Background: an optimization exercise with open tools, aiming at small area, a short achievable clock period and few clock cycles. Do not read the settings as production practice. The RTL was checked by simulation tests, not by an equivalence proof against the original design. Power figures rest on the tool's default switching activity, not on a simulated workload.

==> config.mk <==
export PLATFORM = sky130hd
export DESIGN_NAME = timestamp_min_heap_queue_unit
export DESIGN_NICKNAME = timestamp_min_heap_queue_unit
export VERILOG_FILES = /design/flow/design.v
export SDC_FILE = /design/flow/constraint.sdc
export NUM_CORES = 8
export LEC_CHECK = 0
export CAP_MARGIN = 20
export CORE_MARGIN = 2
export CORE_UTILIZATION = 40
export SETUP_SLACK_MARGIN = 0.3
export SLEW_MARGIN = 20
export SYNTH_MEMORY_MAX_BITS = 8192
==> constraint.sdc <==
create_clock -name core_clock -period 7.5 [get_ports {clk}]
set_input_delay 1.5000 -clock core_clock [delete_from_list [all_inputs] [get_ports {clk}]]
set_output_delay 1.5000 -clock core_clock [all_outputs]
set_load 0.01 [all_outputs]
==> design.v <==
package tmhq_pkg;
  localparam int TIME_W  = 32;
  localparam int TAG_W   = 45;
  localparam int FILL_W  = 7;
  typedef struct packed {
    logic        op;
    logic [31:0] due_time;
    logic [9:0]  slot_hint;
    logic [15:0] owner_id;
    logic [2:0]  word_count;
    logic [15:0] payload_ref;
  } in_word_t;
  typedef struct packed {
    logic [1:0]  status;
    logic [31:0] out_time;
    logic [9:0]  out_slot;
    logic [15:0] out_owner;
    logic [2:0]  out_words;
    logic [15:0] out_payload;
    logic [6:0]  fill_level;
  } out_word_t;
  localparam logic       OP_PUSH = 1'b0;
  localparam logic       OP_POP  = 1'b1;
  localparam logic [1:0] ST_OK    = 2'd0;
  localparam logic [1:0] ST_EMPTY = 2'd1;
  localparam logic [1:0] ST_FULL  = 2'd2;
  typedef enum logic [2:0] {
    S_IDLE,
    S_CHECK,
    S_POP_LD,
    S_UP_RD,
    S_UP_CMP,
    S_DN_RD,
    S_DN_CMP
  } state_t;
  typedef enum logic [1:0] {
    MUX_NONE,
    MUX_ENT,
    MUX_UP,
    MUX_DN
  } wmux_t;
  typedef struct packed {
    logic  load_in;
    logic  clear_res;
    logic  start_push;
    logic  rd_pop;
    logic  load_root;
    logic  rd_up;
    logic  rd_dn;
    wmux_t wmux;
    logic  set_full;
    logic  set_empty;
  } cmd_t;
  typedef struct packed {
    logic op;
    logic empty;
    logic full;
    logic pos_root;
    logic up_stop;
    logic dn_stop;
  } stat_t;
endpackage
module tmhq_ram #(
  parameter int WIDTH = 32,
  parameter int DEPTH = 64
) (
  input  logic                     clk,
  input  logic                     we,
  input  logic [$clog2(DEPTH)-1:0] waddr,
  input  logic [WIDTH-1:0]         wdata,
  input  logic [$clog2(DEPTH)-1:0] raddr_a,
  output logic [WIDTH-1:0]         rdata_a,
  input  logic [$clog2(DEPTH)-1:0] raddr_b,
  output logic [WIDTH-1:0]         rdata_b
);
  logic [WIDTH-1:0] mem [DEPTH];
  always_ff @(posedge clk) begin
    if (we) begin
      mem[waddr] <= wdata;
    end
    rdata_a <= mem[raddr_a];
    rdata_b <= mem[raddr_b];
  end
endmodule
module tmhq_ctrl (
  input  logic            clk,
  input  logic            rst_n,
  input  logic            in_valid,
  output logic            in_ready,
  output logic            out_valid,
  input  logic            out_ready,
  input  tmhq_pkg::stat_t stat,
  output tmhq_pkg::cmd_t  cmd
);
  tmhq_pkg::state_t state_r, state_nxt;
  logic   ov_r, ov_nxt;
  always_ff @(posedge clk) begin
    if (!rst_n) begin
      state_r <= tmhq_pkg::S_IDLE;
      ov_r    <= 1'b0;
    end else begin
      state_r <= state_nxt;
      ov_r    <= ov_nxt;
    end
  end
  always_comb begin
    state_nxt = state_r;
    ov_nxt    = ov_r && !out_ready;
    cmd       = '0;
    cmd.wmux  = tmhq_pkg::MUX_NONE;
    in_ready  = 1'b0;
    case (state_r)
      tmhq_pkg::S_IDLE: begin
        in_ready = !ov_r || out_ready;
        if (in_valid && in_ready) begin
          cmd.load_in   = 1'b1;
          cmd.clear_res = 1'b1;
          state_nxt     = tmhq_pkg::S_CHECK;
        end
      end
      tmhq_pkg::S_CHECK: begin
        if (stat.op == tmhq_pkg::OP_PUSH) begin
          if (stat.full) begin
            cmd.set_full = 1'b1;
            ov_nxt       = 1'b1;
            state_nxt    = tmhq_pkg::S_IDLE;
          end else begin
            cmd.start_push = 1'b1;
            state_nxt      = tmhq_pkg::S_UP_RD;
          end
        end else if (stat.empty) begin
          cmd.set_empty = 1'b1;
          ov_nxt        = 1'b1;
          state_nxt     = tmhq_pkg::S_IDLE;
        end else begin
          cmd.rd_pop = 1'b1;
          state_nxt  = tmhq_pkg::S_POP_LD;
        end
      end
      tmhq_pkg::S_POP_LD: begin
        cmd.load_root = 1'b1;
        if (stat.empty) begin
          ov_nxt    = 1'b1;
          state_nxt = tmhq_pkg::S_IDLE;
        end else begin
          state_nxt = tmhq_pkg::S_DN_RD;
        end
      end
      tmhq_pkg::S_UP_RD: begin
        if (stat.pos_root) begin
          cmd.wmux  = tmhq_pkg::MUX_ENT;
          ov_nxt    = 1'b1;
          state_nxt = tmhq_pkg::S_IDLE;
        end else begin
          cmd.rd_up = 1'b1;
          state_nxt = tmhq_pkg::S_UP_CMP;
        end
      end
      tmhq_pkg::S_UP_CMP: begin
        if (stat.up_stop) begin
          cmd.wmux  = tmhq_pkg::MUX_ENT;
          ov_nxt    = 1'b1;
          state_nxt = tmhq_pkg::S_IDLE;
        end else begin
          cmd.wmux  = tmhq_pkg::MUX_UP;
          state_nxt = tmhq_pkg::S_UP_RD;
        end
      end
      tmhq_pkg::S_DN_RD: begin
        cmd.rd_dn = 1'b1;
        state_nxt = tmhq_pkg::S_DN_CMP;
      end
      tmhq_pkg::S_DN_CMP: begin
        if (stat.dn_stop) begin
          cmd.wmux  = tmhq_pkg::MUX_ENT;
          ov_nxt    = 1'b1;
          state_nxt = tmhq_pkg::S_IDLE;
        end else begin
          cmd.wmux  = tmhq_pkg::MUX_DN;
          state_nxt = tmhq_pkg::S_DN_RD;
        end
      end
      default: state_nxt = tmhq_pkg::S_IDLE;
    endcase
  end
  assign out_valid = ov_r;
endmodule
module tmhq_datapath #(
  parameter int DEPTH = 64
) (
  input  logic               clk,
  input  logic               rst_n,
  input  tmhq_pkg::in_word_t in_data,
  input  tmhq_pkg::cmd_t     cmd,
  output tmhq_pkg::stat_t    stat,
  output tmhq_pkg::out_word_t res
);
  localparam int AW = $clog2(DEPTH);
  localparam int CW = $clog2(DEPTH + 1);
  localparam int XW = AW + 2;
  localparam int EW = tmhq_pkg::TIME_W + tmhq_pkg::TAG_W;
  tmhq_pkg::in_word_t          in_r;
  logic [CW-1:0]     count_r, count_nxt;
  logic [AW-1:0]     pos_r, pos_nxt;
  logic [EW-1:0]     ent_r, ent_nxt;
  tmhq_pkg::out_word_t         res_r, res_nxt;
  logic              we;
  logic [AW-1:0]     waddr, ra, rb;
  logic [EW-1:0]     wdata, rda, rdb;
  logic [AW-1:0]     pos_m1, parent, last_idx;
  logic [XW-1:0]     lc, rc;
  logic              lc_ok, rc_ok, dn_go_l, dn_go_r;
  logic [tmhq_pkg::TIME_W-1:0] k_ent, k_a, k_b;
  tmhq_ram #(.WIDTH(EW), .DEPTH(DEPTH)) u_store (
    .clk(clk), .we(we), .waddr(waddr), .wdata(wdata),
    .raddr_a(ra), .rdata_a(rda), .raddr_b(rb), .rdata_b(rdb)
  );
  always_comb begin
    pos_m1   = pos_r - AW'(1);
    parent   = pos_m1 >> 1;
    last_idx = AW'(count_r - CW'(1));
    lc       = {1'b0, pos_r, 1'b1};
    rc       = lc + XW'(1);
    lc_ok    = lc < XW'(count_r);
    rc_ok    = rc < XW'(count_r);
    k_ent    = ent_r[EW-1 -: tmhq_pkg::TIME_W];
    k_a      = rda[EW-1 -: tmhq_pkg::TIME_W];
    k_b      = rdb[EW-1 -: tmhq_pkg::TIME_W];
    dn_go_l  = lc_ok && (k_a < k_ent);
    dn_go_r  = rc_ok && (k_b < (dn_go_l ? k_a : k_ent));
    stat.op       = in_r.op;
    stat.empty    = count_r == '0;
    stat.full     = count_r == CW'(DEPTH);
    stat.pos_root = pos_r == '0;
    stat.up_stop  = k_a <= k_ent;
    stat.dn_stop  = !dn_go_l && !dn_go_r;
  end
  always_comb begin
    ra = pos_r;
    rb = pos_r;
    if (cmd.rd_pop) begin
      ra = '0;
      rb = last_idx;
    end else if (cmd.rd_up) begin
      ra = parent;
    end else if (cmd.rd_dn) begin
      ra = lc[AW-1:0];
      rb = rc[AW-1:0];
    end
  end
  always_comb begin
    we    = 1'b0;
    waddr = pos_r;
    wdata = ent_r;
    case (cmd.wmux)
      tmhq_pkg::MUX_ENT: begin
        we    = 1'b1;
        wdata = ent_r;
      end
      tmhq_pkg::MUX_UP: begin
        we    = 1'b1;
        wdata = rda;
      end
      tmhq_pkg::MUX_DN: begin
        we    = 1'b1;
        wdata = dn_go_r ? rdb : rda;
      end
      default: ;
    endcase
  end
  always_comb begin
    count_nxt = count_r;
    pos_nxt   = pos_r;
    ent_nxt   = ent_r;
    res_nxt   = res_r;
    if (cmd.clear_res) res_nxt = '0;
    if (cmd.start_push) begin
      ent_nxt   = {in_r.due_time, in_r.slot_hint, in_r.owner_id,
                   in_r.word_count, in_r.payload_ref};
      pos_nxt   = count_r[AW-1:0];
      count_nxt = count_r + CW'(1);
    end
    if (cmd.rd_pop) count_nxt = count_r - CW'(1);
    if (cmd.load_root) begin
      ent_nxt             = rdb;
      pos_nxt             = '0;
      res_nxt.out_time    = rda[EW-1 -: tmhq_pkg::TIME_W];
      res_nxt.out_slot    = rda[44:35];
      res_nxt.out_owner   = rda[34:19];
      res_nxt.out_words   = rda[18:16];
      res_nxt.out_payload = rda[15:0];
    end
    if (cmd.wmux == tmhq_pkg::MUX_UP) pos_nxt = parent;
    if (cmd.wmux == tmhq_pkg::MUX_DN) pos_nxt = dn_go_r ? rc[AW-1:0] : lc[AW-1:0];
    if (cmd.set_full)  res_nxt.status = tmhq_pkg::ST_FULL;
    if (cmd.set_empty) res_nxt.status = tmhq_pkg::ST_EMPTY;
    res_nxt.fill_level = tmhq_pkg::FILL_W'(count_nxt);
  end
  always_ff @(posedge clk) begin
    if (!rst_n) begin
      count_r <= '0;
      res_r   <= '0;
    end else begin
      count_r <= count_nxt;
      res_r   <= res_nxt;
    end
    if (cmd.load_in) in_r <= in_data;
    pos_r <= pos_nxt;
    ent_r <= ent_nxt;
  end
  assign res = res_r;
endmodule
module timestamp_min_heap_queue_unit #(
  parameter int HEAP_DEPTH = 64
) (
  input  logic                 clk,
  input  logic                 rst_n,
  input  logic                 in_valid,
  output logic                 in_ready,
  input  logic [77:0]          in_data,
  output logic                 out_valid,
  input  logic                 out_ready,
  output logic [85:0]          out_data
);
  tmhq_pkg::cmd_t      cmd;
  tmhq_pkg::stat_t     stat;
  tmhq_pkg::in_word_t  in_w;
  tmhq_pkg::out_word_t out_w;
  assign in_w     = in_data;
  assign out_data = out_w;
  tmhq_ctrl u_ctrl (
    .clk(clk), .rst_n(rst_n), .in_valid(in_valid), .in_ready(in_ready),
    .out_valid(out_valid), .out_ready(out_ready), .stat(stat), .cmd(cmd)
  );
  tmhq_datapath #(.DEPTH(HEAP_DEPTH)) u_dp (
    .clk(clk), .rst_n(rst_n), .in_data(in_w), .cmd(cmd),
    .stat(stat), .res(out_w)
  );
endmodule
==> run.sh <==
#!/bin/bash
# synth_recipe.tcl (not shown) runs the flow's synth.tcl, then flattens the netlist and writes it again
# the make line also repeats each setting of config.mk as NAME=value (left out here)
make -C /OpenROAD-flow-scripts/flow DESIGN_CONFIG=/design/flow/config.mk WORK_HOME=/design/flow/orfs CLKGATE_MAP_FILE= SYNTH_SCRIPT=/design/flow/synth_recipe.tcl finish
==> flow_metrics.env, run 1 <==
export IMPL_worst_ep_required_time_ns=8.32
export IMPL_die_x_microns=777
export IMPL_ys_seq_area_share_pct=65.9
export IMPL_first_global_vias=147000
export IMPL_worstMarginPinSlew_ns=1.27
export IMPL_netlist_instances=13100
export IMPL_coreArea_sq_um=597000
export IMPL_setup_viol=0
export IMPL_arrival_ns=7.98
export IMPL_die_area_sq_um=604000
export IMPL_synth_ff_type="edfxtp_1"
export IMPL_hold_class="flop to flop"
export IMPL_place_area_sq_um=254000
export IMPL_crit_type="flop to flop"
export IMPL_place_gp_congestion=0.862
export IMPL_io_pins=170
export IMPL_grt_use_total_pct=30.7
export IMPL_avgViaCountPerCell=7.18
export IMPL_synth_top_area_share_pct=63.9
export IMPL_drc=0
export IMPL_ys_warn_count=3
export IMPL_critPathMaxFanout=64
export IMPL_drtIter0Drc=28500
export IMPL_slew_viol_final=0
export IMPL_synthArstFlopShare_pct=0
export IMPL_htree_levels=6
export IMPL_drive_gt1_share_pct=24.5
export IMPL_cts_sinks=5333
export IMPL_ys_ff_latch=5333
export IMPL_cts_tree="yes"
export IMPL_grt_start_max_net_pins=131
export IMPL_ant_nets=0
export IMPL_wl_microns=958000
export IMPL_outcome="complete, no violations"
export IMPL_post_synth_instance_area_sq_um=239000
export IMPL_final_nets=13500
export IMPL_tns_ns=0
export IMPL_dr_pass1_iters=7
export IMPL_ys_types=68
export IMPL_finalCriticalPeriod_ns=7.16
export IMPL_grt_ovfl_total=0
export IMPL_relSlewSlack_pct=15.2
export IMPL_grt_pass1_wl_microns=1280000
export IMPL_rsz0062_at_grt="false"
export IMPL_cts_root_buf="clkbuf_16"
export IMPL_cts_buffers=579
export IMPL_synth_nets=13300
export IMPL_antenna_found_initial=42
export IMPL_die_h_microns=777
export IMPL_syn_avg_cell_area_sq_um=18.3
export IMPL_ir_drop_mv=0.295
export IMPL_insertion_delay_ns=1.18
export IMPL_synthTopCellsByArea="edfxtp_1 64%, mux4_2 17%, mux2i_1 5.2%, a22oi_1 2.2%, dfxtp_1 2.0%"
export IMPL_port_buffers=169
export IMPL_yosysTopAreaCell="edfxtp_1"
export IMPL_synth_edf_count=5089
export IMPL_row_count=284
export IMPL_powerDensity_nw_per_um2=321
export IMPL_worstSetupStartpointType="flop"
export IMPL_clkTransAtPathRegs_ns=0.06
export IMPL_period_share_pct=95.4
export IMPL_fmax_mhz=140
export IMPL_clock_skew_ns=0.0866
export IMPL_clockBufferDepth=4
export IMPL_leakage_uw=0.0861
export IMPL_synth_most_common_cell="edfxtp_1"
export IMPL_cap_violations=0
export IMPL_post_drt_wl_per_cell_microns=44.0
export IMPL_syn2layout_area_growth_pct=14.1
export IMPL_finalHoldViolCount=0
export IMPL_num_vias=156000
export IMPL_ys_top_cells_by_count="5,089 x edfxtp_1, 1,849 x mux4_2, 1,234 x mux2i_1"
export IMPL_worstSetupEndpointType="flop"
export IMPL_start_util_pct=40.1
export IMPL_dp_hpwl_microns=493000
export IMPL_holdWs_ns=0.465
export IMPL_design_area_sq_um=273000
[worst paths after layout]
kind                  start                  endpoint  slack (ns)  depth (start not counted)
min          u_dp.res_r[43]            u_dp.res_r[43]        0.47                          2
max           u_dp.pos_r[0]  u_dp.u_store.mem[15][57]        0.34                         22
max reg2reg   u_dp.pos_r[0]  u_dp.u_store.mem[15][57]        0.34                         22
min reg2reg  u_dp.res_r[43]            u_dp.res_r[43]        0.47                          2
[layout by cell type, fill, tap and decap left out, drive strengths merged, types with 104 or more instances in the layout]
cell / synthesis / final
mux2i: 1234 / 1234
a22oi: 694 / 694
o21ai: 330 / 330
nand2: 518 / 518
edfxtp: 5089 / 5089
nand4: 167 / 167
clkinv: 1 / 226
dfxtp: 244 / 244
a21oi: 151 / 151
o22ai: 615 / 615
clkbuf: 507 / 778
a221oi: 157 / 157
nand3: 104 / 104
buf: 545 / 577
clkdlybuf4s50: 0 / 169
nor2: 142 / 142
mux4: 1849 / 1849
a22o: 229 / 229
[worst max-delay path: stages (launching register included)]
cell       delay (ns)
edfxtp_1         0.58
inv_1            0.29
ha_1             0.21
nor2b_1          0.05
o2111ai_1        0.20
a31oi_1          0.29
nor4bb_4         0.50
and2_4           0.44
buf_4            0.29
a21oi_1          0.10
ha_1             0.33
nand4_1          0.20
nor4_2           0.51
o211ai_1         0.26
nand3_1          0.15
a211oi_1         0.09
o311a_2          0.28
a21o_2           0.35
nand2_4          0.34
buf_12           0.37
buf_4            0.32
a21o_1           0.18
buf_6            0.35
[per-layer routing]
layer	part of all wire, %	track usage (%)	up-vias
li1	-	-	56600
met1	35	40.8	82500
met2	44	45.6	14400
met3	15	9.78	2753
met4	6.2	15.6	28
met5	0.021	0	-
[power by group]
group	total (uW)	leakage, uW	switching, uW	internal (uW)
logic	23900	0.0291	14500	9370
clock network	28600	0.00921	12500	16200
registers	35000	0.0478	773	34300
[kinds of logic (layout without fill, tap and decap cells)]
| group | after synthesis | after routing | share of synthesized area, % |
|---|---|---|---|
| flip-flops | 5333 | 5333 | 65.9 |
| multiplexers | 3083 | 3083 | 22.6 |
| AO/OA/AOI/OAI | 2396 | 2396 | 6.96 |
| buffers and inverters | 1107 | 1873 | 1.99 |
| AND/OR/NAND/NOR | 1076 | 1078 | 2.07 |
| adder cells (fa/ha/maj) | 79 | 79 | 0.413 |
| XOR/XNOR | 16 | 16 | 0.0586 |
| other | 0 | 45 | 0 |
[stage by stage]
| step | cells | setup slack, ns | total power [uW] | utilization [%] |
|---|---|---|---|---|
| 2_1_floorplan | 13100 | 0.491 | 50600 | - |
| 3_3_place_gp | 20600 | -0.539 | 58800 | 42.4 |
| 4_1_cts | 21700 | 0.374 | 87100 | 45.7 |
| 3_5_place_dp | 20600 | -0.574 | 58800 | 42.5 |
| 5_1_grt | 21700 | 0.335 | 89600 | 45.7 |
| 6_report | 21800 | 0.342 | 87600 | 45.7 |
[state kept, by name, indices dropped and copies added (netlist names)]
signal / flops
u_dp.u_store.rdata_b: 77
u_dp.in_r: 78
u_ctrl.state_r: 3
u_dp.res_r: 79
u_ctrl.ov_r: 1
u_dp.u_store.rdata_a: 77
u_dp.pos_r: 6
u_dp.u_store.mem: 4928
u_dp.count_r: 7
u_dp.ent_r: 77
[timing repair]
action | CTS | global route
resized for setup | 27 | 6
pin swaps | 4 | 1
hold buffers | 0 | 0
setup buffers | 6 | 1
setup endpoints to repair | 4910 | 2369
gates cloned | 2 | 0
[area by class of cell]
class	instances	area, sq um
multi-input combinational	6652	77600
antenna	45	113
tap	7865	9840
clock inverter	294	3090
fill	50300	324000
timing repair buffer	746	8620
clock buffer	778	15800
sequential	5333	158000
inverter	55	216
Testbench counts, summed over its fixed seeds: cycles 37,715.
==> run 2: changes to the inputs <==
==> design.v (replaced) <==
package tmhq_pkg;
  localparam int TIME_W  = 32;
  localparam int TAG_W   = 45;
  localparam int EW      = TIME_W + TAG_W;
  localparam int FILL_W  = 7;
  localparam int OUT_W   = 2 + EW + FILL_W;
  localparam logic       OP_PUSH = 1'b0;
  localparam logic       OP_POP  = 1'b1;
  localparam logic [1:0] ST_OK    = 2'd0;
  localparam logic [1:0] ST_EMPTY = 2'd1;
  localparam logic [1:0] ST_FULL  = 2'd2;
endpackage
module tmhq_ram #(
  parameter int WIDTH = 77,
  parameter int DEPTH = 64
) (
  input  logic                         clk,
  input  logic [DEPTH-1:0]             sel_hold,
  input  logic [DEPTH-1:0]             sel_lo,
  input  logic [DEPTH-1:0]             sel_hi,
  input  logic [DEPTH-1:0]             sel_new,
  input  logic [WIDTH-1:0]             wdata,
  output logic [DEPTH-1:0][WIDTH-1:0]  q
);
  for (genvar i = 0; i < DEPTH; i++) begin : g_ent
    logic [WIDTH-1:0] lo, hi, nxt;
    if (i == 0) begin : g_lo0
      assign lo = '0;
    end else begin : g_lo
      assign lo = q[i-1];
    end
    if (i == DEPTH - 1) begin : g_hiN
      assign hi = '0;
    end else begin : g_hi
      assign hi = q[i+1];
    end
    assign nxt = ({WIDTH{sel_hold[i]}} & q[i])
               | ({WIDTH{sel_lo[i]}}   & lo)
               | ({WIDTH{sel_hi[i]}}   & hi)
               | ({WIDTH{sel_new[i]}}  & wdata);
    always_ff @(posedge clk) q[i] <= nxt;
  end
endmodule
module tmhq_ctrl (
  input  logic                          clk,
  input  logic                          rst_n,
  input  logic                          push,
  input  logic [tmhq_pkg::OUT_W-1:0]    pdata,
  input  logic                          out_ready,
  output logic                          out_valid,
  output logic [tmhq_pkg::OUT_W-1:0]    out_data,
  output logic                          room_nxt
);
  logic                       ov_r, sv_r;
  logic [tmhq_pkg::OUT_W-1:0] od_r, sd_r;
  logic                       deq, o_free;
  assign deq    = ov_r && out_ready;
  assign o_free = !ov_r || out_ready;
  always_ff @(posedge clk) begin
    if (!rst_n) begin
      ov_r <= 1'b0;
      sv_r <= 1'b0;
    end else begin
      if (o_free) begin
        ov_r <= sv_r || push;
        sv_r <= sv_r && push;
      end else begin
        sv_r <= sv_r || push;
      end
    end
    if (o_free) od_r <= sv_r ? sd_r : pdata;
    if (o_free ? (sv_r && push) : !sv_r) sd_r <= pdata;
  end
  assign room_nxt = o_free ? !(sv_r && push) : !(sv_r || push);
  assign out_valid = ov_r;
  assign out_data  = od_r;
endmodule
module tmhq_datapath #(
  parameter int DEPTH = 64
) (
  input  logic [DEPTH-1:0][tmhq_pkg::EW-1:0] q,
  input  logic [DEPTH-1:0]                   vld,
  input  logic [tmhq_pkg::TIME_W-1:0]        key1,
  input  logic [tmhq_pkg::TIME_W-1:0]        key2,
  input  logic [DEPTH-1:0]                   gt2,
  input  logic                               push2,
  input  logic                               pop2,
  output logic [DEPTH-1:0]                   gt1
);
  localparam int TW = tmhq_pkg::TIME_W;
  localparam int EW = tmhq_pkg::EW;
  logic [DEPTH-1:0] g;
  logic             c21;
  assign c21 = key2 > key1;
  for (genvar i = 0; i < DEPTH; i++) begin : g_cmp
    assign g[i] = !vld[i] || (q[i][EW-1 -: TW] > key1);
  end
  for (genvar i = 0; i < DEPTH; i++) begin : g_adj
    logic up, dn;
    if (i == 0) begin : g_u0
      assign up = c21;
    end else begin : g_u
      assign up = gt2[i-1] ? g[i-1] : c21;
    end
    if (i == DEPTH - 1) begin : g_dN
      assign dn = 1'b1;
    end else begin : g_d
      assign dn = g[i+1];
    end
    assign gt1[i] = pop2  ? dn :
                    (push2 && gt2[i]) ? up : g[i];
  end
endmodule
module timestamp_min_heap_queue_unit #(
  parameter int HEAP_DEPTH = 64
) (
  input  logic                 clk,
  input  logic                 rst_n,
  input  logic                 in_valid,
  output logic                 in_ready,
  input  logic [77:0]          in_data,
  output logic                 out_valid,
  input  logic                 out_ready,
  output logic [85:0]          out_data
);
  localparam int D  = HEAP_DEPTH;
  localparam int TW = tmhq_pkg::TIME_W;
  localparam int EW = tmhq_pkg::EW;
  localparam int CW = $clog2(D + 1);
  logic          s1v;
  logic [77:0]   s1;
  logic          s2v;
  logic          op2;
  logic [EW-1:0] e2;
  logic [D-1:0]  gt2, gt1;
  logic [D-1:0]  vld;
  logic [CW-1:0] cnt;
  logic          go;
  logic          in_rdy_r;
  logic [D-1:0][EW-1:0] q;
  logic [D-1:0]  sel_hold, sel_lo, sel_hi, sel_new;
  logic          full, empty, push_ok, pop_ok, res_v, room_nxt;
  logic [tmhq_pkg::OUT_W-1:0] res;
  logic          s1v_nxt, s2v_nxt;
  assign full    = cnt == CW'(D);
  assign empty   = cnt == '0;
  assign res_v   = go && s2v;
  assign push_ok = res_v && op2 == tmhq_pkg::OP_PUSH && !full;
  assign pop_ok  = res_v && op2 == tmhq_pkg::OP_POP  && !empty;
  for (genvar i = 0; i < D; i++) begin : g_sel
    logic below;
    if (i == 0) begin : g_b0
      assign below = 1'b0;
    end else begin : g_b
      assign below = gt2[i-1];
    end
    assign sel_lo[i]  = push_ok && below;
    assign sel_new[i] = push_ok && gt2[i] && !below;
    if (i == D - 1) begin : g_hN
      assign sel_hi[i]   = 1'b0;
      assign sel_hold[i] = !(push_ok && gt2[i]);
    end else begin : g_h
      assign sel_hi[i]   = pop_ok;
      assign sel_hold[i] = !pop_ok && !(push_ok && gt2[i]);
    end
  end
  tmhq_ram #(.WIDTH(EW), .DEPTH(D)) u_store (
    .clk(clk), .sel_hold(sel_hold), .sel_lo(sel_lo), .sel_hi(sel_hi),
    .sel_new(sel_new), .wdata(e2), .q(q)
  );
  tmhq_datapath #(.DEPTH(D)) u_cmp (
    .q(q), .vld(vld), .key1(s1[76:45]), .key2(e2[EW-1 -: TW]),
    .gt2(gt2), .push2(push_ok), .pop2(pop_ok), .gt1(gt1)
  );
  always_comb begin
    res = '0;
    if (op2 == tmhq_pkg::OP_PUSH) begin
      if (full) begin
        res[85:84] = tmhq_pkg::ST_FULL;
        res[6:0]   = 7'(D);
      end else begin
        res[6:0]   = 7'(cnt + CW'(1));
      end
    end else begin
      if (empty) begin
        res[85:84] = tmhq_pkg::ST_EMPTY;
      end else begin
        res[83:7]  = q[0];
        res[6:0]   = 7'(cnt - CW'(1));
      end
    end
  end
  tmhq_ctrl u_out (
    .clk(clk), .rst_n(rst_n), .push(res_v), .pdata(res),
    .out_ready(out_ready), .out_valid(out_valid), .out_data(out_data),
    .room_nxt(room_nxt)
  );
  assign s1v_nxt = in_rdy_r ? in_valid : s1v;
  assign s2v_nxt = go ? s1v : s2v;
  always_ff @(posedge clk) begin
    if (!rst_n) begin
      s1v      <= 1'b0;
      s2v      <= 1'b0;
      cnt      <= '0;
      vld      <= '0;
      go       <= 1'b1;
      in_rdy_r <= 1'b1;
    end else begin
      s1v <= s1v_nxt;
      s2v <= s2v_nxt;
      if (push_ok) begin
        cnt <= cnt + CW'(1);
        vld <= {vld[D-2:0], 1'b1};
      end else if (pop_ok) begin
        cnt <= cnt - CW'(1);
        vld <= {1'b0, vld[D-1:1]};
      end
      go       <= room_nxt || !s2v_nxt;
      in_rdy_r <= !s1v_nxt || room_nxt || !s2v_nxt;
    end
    if (in_rdy_r) s1 <= in_data;
    if (go) begin
      op2 <= s1[77];
      e2  <= s1[76:0];
      gt2 <= gt1;
    end
  end
  assign in_ready = in_rdy_r;
endmodule
==> flow_metrics.env, run 2 <==
export IMPL_die_area_sq_um=699000
export IMPL_place_area_sq_um=284000
export IMPL_period_share_pct=74.2
export IMPL_r2r_end="u_store.q[99]"
export IMPL_io_pins=170
export IMPL_ir_drop_mv=0.302
export IMPL_arrival_ns=6.62
export IMPL_rsz0062_at_grt="false"
export IMPL_synth_ff_type="dfxtp_1"
export IMPL_crit_end="u_store.q[99]"
export IMPL_swShare_pct=32.5
export IMPL_synth_edf_count=392
export IMPL_antenna_found_initial=25
export IMPL_worstSetupEndpointType="flop"
export IMPL_drive_gt1_share_pct=6.05
export IMPL_leakage_uw=0.126
export IMPL_grt_ovfl_total=0
export IMPL_ys_seq_area_share_pct=40.4
export IMPL_yosysTopAreaCell="dfxtp_1"
export IMPL_reg2reg_slack_ns=1.94
export IMPL_cts_tree="yes"
export IMPL_setup_worst_path_start="cnt[0]"
export IMPL_post_synth_instance_area_sq_um=277000
export IMPL_reg2reg_depth=11
export IMPL_synth_top_area_share_pct=36.2
export IMPL_wl_microns=1040000
export IMPL_critPathMaxFanout=55
export IMPL_finalHoldViolCount=0
export IMPL_num_vias=270000
export IMPL_avgViaCountPerCell=6.58
export IMPL_design_area_sq_um=304000
export IMPL_ys_ff_latch=5397
export IMPL_worstMarginPinSlew_ns=1.25
export IMPL_die_x_microns=836
export IMPL_cts_repair_resized=0
export IMPL_reg_top3="u_store.q x4928, u_out.od_r x86, u_out.sd_r x86"
export IMPL_power_internal_uw=62200
export IMPL_row_count=305
export IMPL_ys_top_cells_by_count="7,693 x nand3_1, 5,987 x nand2_1, 5,005 x dfxtp_1"
export IMPL_powerDensity_nw_per_um2=303
export IMPL_netlist_instances=33200
export IMPL_tns_ns=0
export IMPL_syn_avg_cell_area_sq_um=8.34
export IMPL_synth_most_common_cell="nand3_1"
export IMPL_first_global_vias=261000
export IMPL_post_drt_wl_per_cell_microns=25.3
export IMPL_final_nets=33600
export IMPL_ant_nets=0
export IMPL_worstSetupStartpointType="flop"
export IMPL_share_seq_of_total_power_pct=48.2
export IMPL_postCtsHoldBufs=0
export IMPL_p_comb_share_pct=18.1
export IMPL_die_h_microns=836
export IMPL_start_util_pct=40.1
export IMPL_setup_viol=0
export IMPL_insertion_delay_ns=1.15
export IMPL_outcome="complete, no violations"
export IMPL_p_sw_uw=29900
export IMPL_pwr_share_clk_pct=33.7
export IMPL_cap_violations=0
export IMPL_slew_viol_final=0
export IMPL_final_cell_mix="7,693 x nand3_1, 5,943 x nand2_1, 5,002 x dfxtp_1"
export IMPL_port_buffers=169
export IMPL_coreArea_sq_um=690000
export IMPL_r2r_start="cnt[0]"
export IMPL_clock_skew_ns=0.0510
export IMPL_htree_levels=6
export IMPL_grt_start_max_net_pins=213
export IMPL_syn2layout_area_growth_pct=9.87
export IMPL_fmax_mhz=180
export IMPL_grt_pass1_wl_microns=1600000
export IMPL_ys_types=90
export IMPL_cts_sinks=5397
export IMPL_clkTransAtPathRegs_ns=0.06
export IMPL_relSlewSlack_pct=16.1
export IMPL_ys_warn_count=3
export IMPL_crit_type="flop to flop"
export IMPL_synth_nets=35400
export IMPL_synthArstFlopShare_pct=0
export IMPL_finalCriticalPeriod_ns=5.56
export IMPL_place_gp_congestion=0.929
export IMPL_cts_buffers=618
export IMPL_top_register="u_store.q"
export IMPL_final_common_cell="nand3_1"
export IMPL_clockBufferDepth=4
export IMPL_dr_pass1_iters=11
export IMPL_largest_reg_flops=4928
export IMPL_grt_use_total_pct=28.0
export IMPL_dp_hpwl_microns=698000
export IMPL_drtIter0Drc=37000
export IMPL_worst_ep_required_time_ns=8.56
export IMPL_drc=0
export IMPL_hold_class="flop to flop"
export IMPL_cts_root_buf="clkbuf_16"
export IMPL_postCtsSetupBuffers=0
export IMPL_synthTopCellsByArea="dfxtp_1 36%, nand3_1 14%, a22oi_1 11%, ha_1 9.4%, nand2_1 8.1%"
-- run 2: cell types whose count changed after synthesis, moves of 576 or more --
cell,change
nand3_1,+7589
nand2_1,+5469
dfxtp_1,+4761
edfxtp_1,-4697
a22oi_1,+3270
ha_1,+2003
mux4_2,-1849
clkbuf_1,+1514
mux2i_1,-1222
a222oi_1,+787
o22ai_1,-576
-- run 2: worst min-delay path by stage --
stage / start / endpoint / slack (ns) / depth (start not counted)
after detailed placement: s1[14] / e2[14] / 0.40 / 0
final: s1[2] / e2[2] / 0.41 / 0
after CTS: s1[2] / e2[2] / 0.41 / 0
after global placement: s1[5] / e2[5] / 0.40 / 0
after floorplan: s1[0] / e2[0] / 0.40 / 0
after global routing: s1[39] / e2[39] / 0.43 / 0
-- run 2: kinds of logic after synthesis --
| family | Yosys count | share of synthesized area, % |
|---|---|---|
| simple gates | 15000 | 24.9 |
| compound gates | 7155 | 19.7 |
| flops | 5397 | 40.4 |
| buf+inv | 3391 | 5.13 |
| fa+ha+maj | 2083 | 9.41 |
| mux | 112 | 0.450 |
| xor+xnor | 7 | 0.0221 |
-- run 2: metrics by stage --
stage	total power (uW)	hold slack [ns]	utilization (%)	cells	setup WS, ns
2_1_floorplan	54400	0.400	-	33200	1.35
3_3_place_gp	60000	0.401	41.1	40000	2.25
3_5_place_dp	60900	0.405	41.1	40000	2.23
4_1_cts	91800	0.408	44.1	41100	2.20
5_1_grt	96600	0.426	44.1	41100	1.74
6_report	92100	0.408	44.1	41100	1.94
-- run 2: metal layers --
metal	routed length [microns]	global-route usage, %	up-vias
li1	-	-	121000
met4	36200	9.61	22
met5	143	0	-
met1	458000	39.9	135000
met3	100000	5.22	2015
met2	447000	42.4	13100
-- run 2: power by group through the flow --
| stage | sequential, uW | clock [uW] | combinational, uW |
|---|---|---|---|
| final | 44400 | 31100 | 16700 |
| after global routing | 45100 | 32500 | 19000 |
| after CTS | 44000 | 31400 | 16400 |
| after detailed placement | 44500 | 0 | 16300 |
| after global placement | 44500 | 0 | 15500 |
| after floorplan | 41600 | 0 | 12800 |
-- run 2: layout make-up --
cell class              count  area, sq um
clock inverters           177         2170
inverters                 210          870
clock buffers             932        18300
multi-input cells       24400       152000
diodes                      8         20.0
well taps                9210        11500
fillers                 67500       386000
repair buffers            789         7630
flip-flops and latches   5397       112000
-- run 2: critical path: stages (launching register included) --
cell	delay [ns]
dfxtp_1	0.46
inv_1	0.14
ha_1	0.26
nor3b_4	0.19
a31oi_4	0.69
and2_4	0.83
buf_4	0.51
nand2_2	0.50
nor2_4	0.73
buf_4	0.82
a22oi_1	0.14
nand3_1	0.12
Testbench counts of run 2, summed over its fixed seeds: cycles 5,624.

[port drivers added, routing unchanged]
No port has a modelled driver above. Below, the same layouts with a new extraction and two added sets of constraints.
Step 1 assumes that a clkbuf_16 drives the clock port and a buf_2 every other input.
Step 2, shift: input delay + t, output delay - t, t = (earliest + latest rising clock arrival at the registers) / 2. This alone moves slack from input paths to output paths.
a / b / c = ideal / step 1 / step 2; a / b = the first two.
run | t, ns | slack for setup (ns) | slew at the worst register clock pin (ns) | pins driven straight from the clock port
run 1 | 1.256 | 0.342 / 0.342 / 0.342 | 0.07 / 0.07 | 1
run 2 | 1.272 | 1.938 / 1.938 / 1.938 | 0.07 / 0.07 | 1
After both steps every run listed still meets setup and hold.
